This is an optimization exercise on Yosys and OpenROAD, whose aim is small area and a short achievable clock period, not a production implementation. Only simulation tests tie the RTL to the original design; equivalence was not proved. Power figures rest on the tool's default switching activity, not on a simulated workload.

==> inputs of trial 50 <==
## goodness_tracker
module goodness_tracker
#(
  parameter int CORE_NUM            = 4,
  parameter int POST_NEUR_PARALLEL  = 8,
  parameter int POST_NEUR_MEM_WIDTH = 13,
  parameter int GOODNESS_WIDTH      = 24
) (
  input  logic                                                    clk,
  input  logic                                                    rst,
  input  logic [CORE_NUM-1:0]                                     core_valid,
  input  logic [CORE_NUM-1:0]                                     core_last,
  input  logic [CORE_NUM-1:0]                                     core_clear,
  input  logic [CORE_NUM*POST_NEUR_PARALLEL*POST_NEUR_MEM_WIDTH-1:0] core_mem_bus,
  input  logic                                                    mode,
  input  logic [3:0]                                              avg_shift,
  input  logic [GOODNESS_WIDTH-1:0]                               theta,
  output logic [CORE_NUM*GOODNESS_WIDTH-1:0]                      sample_bus,
  output logic [CORE_NUM*GOODNESS_WIDTH-1:0]                      avg_bus,
  output logic [CORE_NUM-1:0]                                     done,
  output logic [CORE_NUM-1:0]                                     above_theta
);
export LEC_CHECK = 0
export CAP_MARGIN = 20
export CORE_MARGIN = 2
export CORE_UTILIZATION = 55
export SETUP_SLACK_MARGIN = 5
export SLEW_MARGIN = 20
export SYNTH_HIERARCHICAL = 1
export SYNTH_MINIMUM_KEEP_SIZE = 0
export TNS_END_PERCENT = 10
create_clock -name core_clock -period 15.0 [get_ports {clk}]
standard.sh (not shown) runs the stock make flow with config.mk's settings and CLKGATE_MAP_FILE= SYNTH_SCRIPT=/design/flow/synth_recipe.tcl, a recipe that flattens the netlist after the stock synthesis.
==> flow/flow/run.sh <==
#!/bin/bash
set -euo pipefail
bash standard.sh SETUP_SLACK_MARGIN=8.5 finish > standard_flow.log 2>&1
==> trial 31 (differences from trial 50) <==
- CORE_UTILIZATION: 55 -> 38
==> trial 60 (differences from trial 50) <==
==> flow/flow/run.sh (replaced) <==
#!/bin/bash
set -euo pipefail
bash standard.sh SETUP_SLACK_MARGIN=8.5 \
  "BUFFER_PORTS_ARGS=-buffer_cell sky130_fd_sc_hd__buf_1" finish > standard_flow.log 2>&1
- CORE_UTILIZATION: 55 -> 38
- CTS_CLUSTER_SIZE: not set -> 30
==> notes.md <==
The highest core utilization belongs to trial 50, the lowest to trial 60.
Final area: trial 60 < trial 50 < trial 31.
Between trial 50 and trial 31, the lower maximum frequency is in trial 50 (gap 2.0%, measured against trial 31).
Sequential share of layout area, highest first: trial 60, trial 50, trial 31.
Between trial 50 and trial 31, the lower via count is in trial 31 (gap about 3.7%, measured against trial 31).
==> figures <==
	trial 31	trial 50	trial 60
Final Critical Period	6.684 ns	6.817 ns	6.680 ns
Antenna violations before repair	30	20	31
Area of the core region	311400 sq um	214600 sq um	311400 sq um
Reg-to-Reg Start	g_core[2].acc_q[12]$_DFFE_PP0P_	g_core[1].acc_q[12]$_DFFE_PP0P_	g_core[2].acc_q[12]$_DFFE_PP0P_
Fraction of power consumed by the clock network	15.4%	15.2%	16.1%
Status	timing/DRC/antenna clean	timing/DRC/antenna clean	timing/DRC/antenna clean
Area taken by multi-input logic gates	89630 sq um	89820 sq um	89740 sq um
Total buffers and inverters traversed by the critical path	4	1	1
Multi-In Gates	9014	9015	9014
Repair and plain buffers	863	878	897
Wire length of the first global-routing pass	637200 microns	656000 microns	641000 microns
Maximum clock frequency	149.6 MHz	146.7 MHz	149.7 MHz

==> trial 39 <==
Another version of the RTL of goodness_tracker (not shown whole).
Design goodness_tracker, start of the top module:
module goodness_tracker
#(
  parameter int CORE_NUM            = 4,
  parameter int POST_NEUR_PARALLEL  = 8,
  parameter int POST_NEUR_MEM_WIDTH = 13,
  parameter int GOODNESS_WIDTH      = 24
) (
  input  logic                                                    clk,
  input  logic                                                    rst,
  input  logic [CORE_NUM-1:0]                                     core_valid,
  input  logic [CORE_NUM-1:0]                                     core_last,
  input  logic [CORE_NUM-1:0]                                     core_clear,
  input  logic [CORE_NUM*POST_NEUR_PARALLEL*POST_NEUR_MEM_WIDTH-1:0] core_mem_bus,
  input  logic                                                    mode,
  input  logic [3:0]                                              avg_shift,
  input  logic [GOODNESS_WIDTH-1:0]                               theta,
  output logic [CORE_NUM*GOODNESS_WIDTH-1:0]                      sample_bus,
  output logic [CORE_NUM*GOODNESS_WIDTH-1:0]                      avg_bus,
  output logic [CORE_NUM-1:0]                                     done,
  output logic [CORE_NUM-1:0]                                     above_theta
);
==> module goodness_tracker, before the edit <==
module goodness_tracker
#(
  parameter int CORE_NUM            = 4,
  parameter int POST_NEUR_PARALLEL  = 8,
  parameter int POST_NEUR_MEM_WIDTH = 13,
  parameter int GOODNESS_WIDTH      = 24
) (
  input  logic                                                    clk,
  input  logic                                                    rst,
  input  logic [CORE_NUM-1:0]                                     core_valid,
  input  logic [CORE_NUM-1:0]                                     core_last,
  input  logic [CORE_NUM-1:0]                                     core_clear,
  input  logic [CORE_NUM*POST_NEUR_PARALLEL*POST_NEUR_MEM_WIDTH-1:0] core_mem_bus,
  input  logic                                                    mode,
  input  logic [3:0]                                              avg_shift,
  input  logic [GOODNESS_WIDTH-1:0]                               theta,
  output logic [CORE_NUM*GOODNESS_WIDTH-1:0]                      sample_bus,
  output logic [CORE_NUM*GOODNESS_WIDTH-1:0]                      avg_bus,
  output logic [CORE_NUM-1:0]                                     done,
  output logic [CORE_NUM-1:0]                                     above_theta
);
  localparam int P     = POST_NEUR_PARALLEL;
  localparam int M     = POST_NEUR_MEM_WIDTH;
  localparam int G     = GOODNESS_WIDTH;
  localparam int T_W   = 28;    
  localparam int NCUT  = 103;   
  localparam logic [G-1:0] G_MAX = '1;
  for (genvar c = 0; c < CORE_NUM; c++) begin : g_core
    logic             s1_valid;
    logic             s1_last;     
    logic             s2_valid;    
    logic             seeded;
    logic             done_q;
    logic             above_q;
    logic [G-1:0]     acc_q;
    logic [G-1:0]     sample_q;
    logic [G-1:0]     avg_q;
    logic [NCUT-1:0]  cut_q;       
    logic [P*(M-1)-1:0] ny;
    logic [P*(M-1)-1:0] nl;
    logic [NCUT-1:0]  cut;
    logic [T_W-1:0]   tot_s;
    logic [T_W-1:0]   tot_c;
    logic [T_W-1:0]   tot;
    logic [G-1:0]     acc_sat;
    logic             sat;
    logic [G-1:0]     cmp_s;
    logic [G-1:0]     cmp_c;
    logic             gt;
    logic             above_d;
    logic [3:0]       sh;
    logic [G-1:0]     avg_dn;
    logic [G-1:0]     smp_dn;
    logic [G-1:0]     ema_s;
    logic [G-1:0]     ema_c;
    logic [G-1:0]     avg_next;
    for (genvar n = 0; n < P; n++) begin : g_neur
      logic [M-1:0] v;
      assign v = core_mem_bus[(c*P+n)*M +: M];
      assign ny[n*(M-1) +: M-1] = ~(v[M-2:0] & {(M-1){mode & ~v[M-1]}});
      assign nl[n*(M-1) +: M-1] = ~(v[M-2:0] & {(M-1){~mode & ~v[M-1]}});
    end
    goodness_beat_reduce u_reduce (
      .ny  (ny),
      .nl  (nl),
      .cut (cut)
    );
    always_ff @(posedge clk) begin
      cut_q <= cut;
    end
    goodness_acc_tree u_acc (
      .cut   (cut_q),
      .acc   (acc_q),
      .sum_s (tot_s),
      .sum_c (tot_c)
    );
    assign tot     = tot_s + tot_c;
    assign sat     = |tot[T_W-1:G];
    assign acc_sat = sat ? G_MAX : tot[G-1:0];
    for (genvar i = 0; i < G; i++) begin : g_cmp
      goodness_fa u_fa (
        .a  (tot_s[i]),
        .b  (tot_c[i]),
        .c  (~theta[i]),
        .s  (cmp_s[i]),
        .co (cmp_c[i])
      );
    end
    goodness_gt u_gt (
      .a  (cmp_s),
      .b  (cmp_c),
      .gt (gt)
    );
    assign above_d = sat ? ~&theta : gt;
    assign sh       = avg_shift;
    assign avg_dn   = avg_q >> sh;
    assign smp_dn   = sample_q >> sh;
    for (genvar i = 0; i < G; i++) begin : g_ema
      goodness_fa u_fa (
        .a  (avg_q[i]),
        .b  (smp_dn[i]),
        .c  (~avg_dn[i]),
        .s  (ema_s[i]),
        .co (ema_c[i])
      );
    end
    goodness_add24 u_ema_add (
      .a (ema_s),
      .b ({ema_c[G-2:0], 1'b1}),
      .y (avg_next)
    );
    always_ff @(posedge clk or posedge rst) begin
      if (rst) begin
        s1_valid <= 1'b0;
        s1_last  <= 1'b0;
        s2_valid <= 1'b0;
        seeded   <= 1'b0;
        done_q   <= 1'b0;
        above_q  <= 1'b0;
        acc_q    <= '0;
        sample_q <= '0;
        avg_q    <= '0;
      end else if (core_clear[c]) begin
        s1_valid <= 1'b0;
        s1_last  <= 1'b0;
        s2_valid <= 1'b0;
        seeded   <= 1'b0;
        done_q   <= 1'b0;
        above_q  <= 1'b0;
        acc_q    <= '0;
        sample_q <= '0;
        avg_q    <= '0;
      end else begin
        s1_valid <= core_valid[c];
        s1_last  <= core_valid[c] & core_last[c];
        done_q   <= s2_valid;
        s2_valid <= s1_last;
        if (s2_valid) begin
          avg_q  <= seeded ? avg_next : sample_q;
          seeded <= 1'b1;
        end
        if (s1_valid) begin
          if (s1_last) begin
            sample_q <= acc_sat;
            above_q  <= above_d;
            acc_q    <= '0;
          end else begin
            acc_q    <= acc_sat;
          end
        end
      end
    end
    assign sample_bus[c*G +: G] = sample_q;
    assign avg_bus[c*G +: G]    = avg_q;
    assign done[c]              = done_q;
    assign above_theta[c]       = above_q;
  end
endmodule
clock: 15.0 ns
lec_check: 0
cap_margin: 20
core_margin: 2
core_utilization: 38
gpl_routability_driven: 0
setup_slack_margin: 5
slew_margin: 20
synth_hierarchical: 1
synth_minimum_keep_size: 0
tns_end_percent: 10
==> flow/flow/run.sh <==
#!/bin/bash
set -euo pipefail
bash standard.sh SETUP_SLACK_MARGIN=8.5 \
  "BUFFER_PORTS_ARGS=-buffer_cell sky130_fd_sc_hd__buf_1" finish > standard_flow.log 2>&1
==> build 94 (differences from trial 39) <==
GPL_ROUTABILITY_DRIVEN = not set   (was 0)
PLACE_DENSITY = 0.75   (was not set)
==> build 9 (differences from trial 39) <==
GPL_ROUTABILITY_DRIVEN = not set   (was 0)
==> build 22 (differences from trial 39) <==
--- a/flow/design.v
+++ b/flow/design.v
@@ -3664,6 +3664,6 @@
     );
     assign above_d = sat ? ~&theta : gt;
-    assign sh       = avg_shift;
-    assign avg_dn   = avg_q >> sh;
+    assign sh       = avg_shift & {4{seeded}};
+    assign avg_dn   = avg_q >> avg_shift;
     assign smp_dn   = sample_q >> sh;
     for (genvar i = 0; i < G; i++) begin : g_ema
@@ -3708,5 +3708,5 @@
         s2_valid <= s1_last;
         if (s2_valid) begin
-          avg_q  <= seeded ? avg_next : sample_q;
+          avg_q  <= avg_next;
           seeded <= 1'b1;
         end
GPL_ROUTABILITY_DRIVEN = not set   (was 0)
==> results.sh <==
export IMPL_status="finished clean"
export IMPL_hold_ws_ns=0.486
export IMPL_rows=201
export IMPL_routed_wl_met3_um=47500
export IMPL_r2r_slack_ns=8.80
export IMPL_via_per_inst=5.56
export IMPL_power_density_mw_per_mm2=134
export IMPL_clock_skew_final_ns=0.0433
export IMPL_drtIter0Drc=9208
export IMPL_max_freq_mhz=150
export IMPL_avgSynthCellArea_um2=10.2
export IMPL_path_buf_inv=2
export IMPL_inv_count=333
export IMPL_gr_usage_all_layers_pct=27.1
export IMPL_drive_gt1_share_pct=9.73
export IMPL_synthMuxAreaShare_pct=4.19
export IMPL_crit_chain="clkbuf_16 -> buf_16 -> nor2b_4 -> nand2_1 -> nor2_1 -> fa_1 -> fa_1 -> fa_1 -> fa_1 -> fa_1 -> fa_1"
export IMPL_taps=3958
export IMPL_p_seq_w=0.00259
export IMPL_grt_max_degree=66
export IMPL_min_from="g_core[0].above_q"
export IMPL_vias=83700
(the above is from build 22)
==> results.sh <==
export IMPL_path_buf_inv=2
export IMPL_clock_skew_final_ns=0.0480
export IMPL_min_from="g_core[2].above_q"
export IMPL_synthMuxAreaShare_pct=3.75
export IMPL_crit_chain="clkbuf_16 -> nor2b_1 -> buf_4 -> nand2_1 -> o21ai_2 -> fa_1 -> fa_1 -> fa_1 -> fa_1 -> fa_1 -> fa_1"
export IMPL_power_density_mw_per_mm2=132
export IMPL_vias=85300
export IMPL_grt_max_degree=137
export IMPL_seq_share_pct=13.3
export IMPL_r2r_slack_ns=9.08
export IMPL_hold_ws_ns=0.492
export IMPL_routed_wl_met3_um=45400
export IMPL_crit_path_end_kind="flop"
export IMPL_p_seq_w=0.00257
export IMPL_via_per_inst=5.67
export IMPL_synth_edf_count=0
export IMPL_drive_gt1_share_pct=9.94
export IMPL_status="finished clean"
export IMPL_rows=202
export IMPL_taps=3978
export IMPL_max_freq_mhz=151
(the above is from build 9)
==> results.sh <==
export IMPL_status="finished clean"
export IMPL_synth_cell_types=86
export IMPL_multi_input_area_share_pct=74.5
export IMPL_p_seq_w=0.00254
export IMPL_pg_comb_w=0.0109
export IMPL_p_leak_nw=57.1
export IMPL_inv_count=340
export IMPL_r2r_slack_ns=8.79
export IMPL_routed_wl_met3_um=53600
export IMPL_taps=3978
export IMPL_crit_chain="clkbuf_16 -> bufbuf_16 -> nor2_1 -> nand2_1 -> nand2_1 -> fa_1 -> fa_1 -> fa_1 -> fa_1 -> fa_1 -> fa_1"
export IMPL_clock_skew_final_ns=0.0598
export IMPL_min_from="g_core[3].acc_q[1]"
export IMPL_synthMuxAreaShare_pct=3.75
export IMPL_avgSynthCellArea_um2=10.2
export IMPL_grt_max_degree=137
export IMPL_drive_gt1_share_pct=10.1
export IMPL_via_per_inst=5.76
export IMPL_power_density_mw_per_mm2=130
export IMPL_gr_usage_all_layers_pct=27.1
export IMPL_drtIter0Drc=10500
(the above is from build 94)
==> results.sh <==
export IMPL_min_from="g_core[1].above_q"
export IMPL_rows=202
export IMPL_avgSynthCellArea_um2=10.2
export IMPL_hold_ws_ns=0.484
export IMPL_path_buf_inv=1
export IMPL_gr_usage_all_layers_pct=27.6
export IMPL_r2r_slack_ns=8.49
export IMPL_crit_chain="clkbuf_16 -> nor2b_4 -> nand2_1 -> o21ai_0 -> fa_1 -> fa_1 -> fa_1 -> fa_1 -> fa_1"
export IMPL_grt_max_degree=132
export IMPL_drive_gt1_share_pct=10.6
export IMPL_synthMuxAreaShare_pct=3.75
export IMPL_taps=3978
export IMPL_vias=86700
export IMPL_clock_skew_final_ns=0.0516
export IMPL_drtIter0Drc=10100
export IMPL_status="finished clean"
export IMPL_max_freq_mhz=148
export IMPL_routed_wl_met3_um=50600
(the above is from trial 39)

## what the ideal ports hide
The results above use ideal ports. As a check the final layouts listed here were re-extracted and re-timed, cells and wires unchanged. Step 1: set_driving_cell puts a clkbuf_16 on clk and a buf_2 on each other input, an assumption about the parent block. Step 2 times the ports against the registers' clock, not the clock port: input delays grow and output delays shrink by t, the midpoint of the rising clock arrivals with the driver on. Three values: no drivers, after step 1, after step 2; two values: the first two.
run | t, ns | setup slack, ns | worst setup path at the end | worst register clock-pin slew, ns
trial 50 | 0.855 | 8.183 / 8.002 / 7.147 | input to register | 0.08 / 0.08
trial 31 | 0.832 | 8.316 / 8.079 / 7.247 | input to register | 0.08 / 0.08
trial 60 | 0.832 | 8.320 / 8.103 / 7.271 | input to register | 0.08 / 0.08
trial 39 | 0.825 | 8.222 / 8.107 / 7.282 | input to register | 0.07 / 0.07
build 94 | 0.829 | 8.244 / 8.212 / 7.383 | input to register | 0.07 / 0.07
build 9 | 0.817 | 8.371 / 8.159 / 7.342 | input to register | 0.07 / 0.07
build 22 | 0.818 | 8.343 / 8.265 / 7.447 | input to register | 0.08 / 0.08
After both steps setup and hold are still met in every run listed. The setup slack of trial 31, which loses most, moves by -0.237 ns with the drivers and by -1.069 ns with both steps.
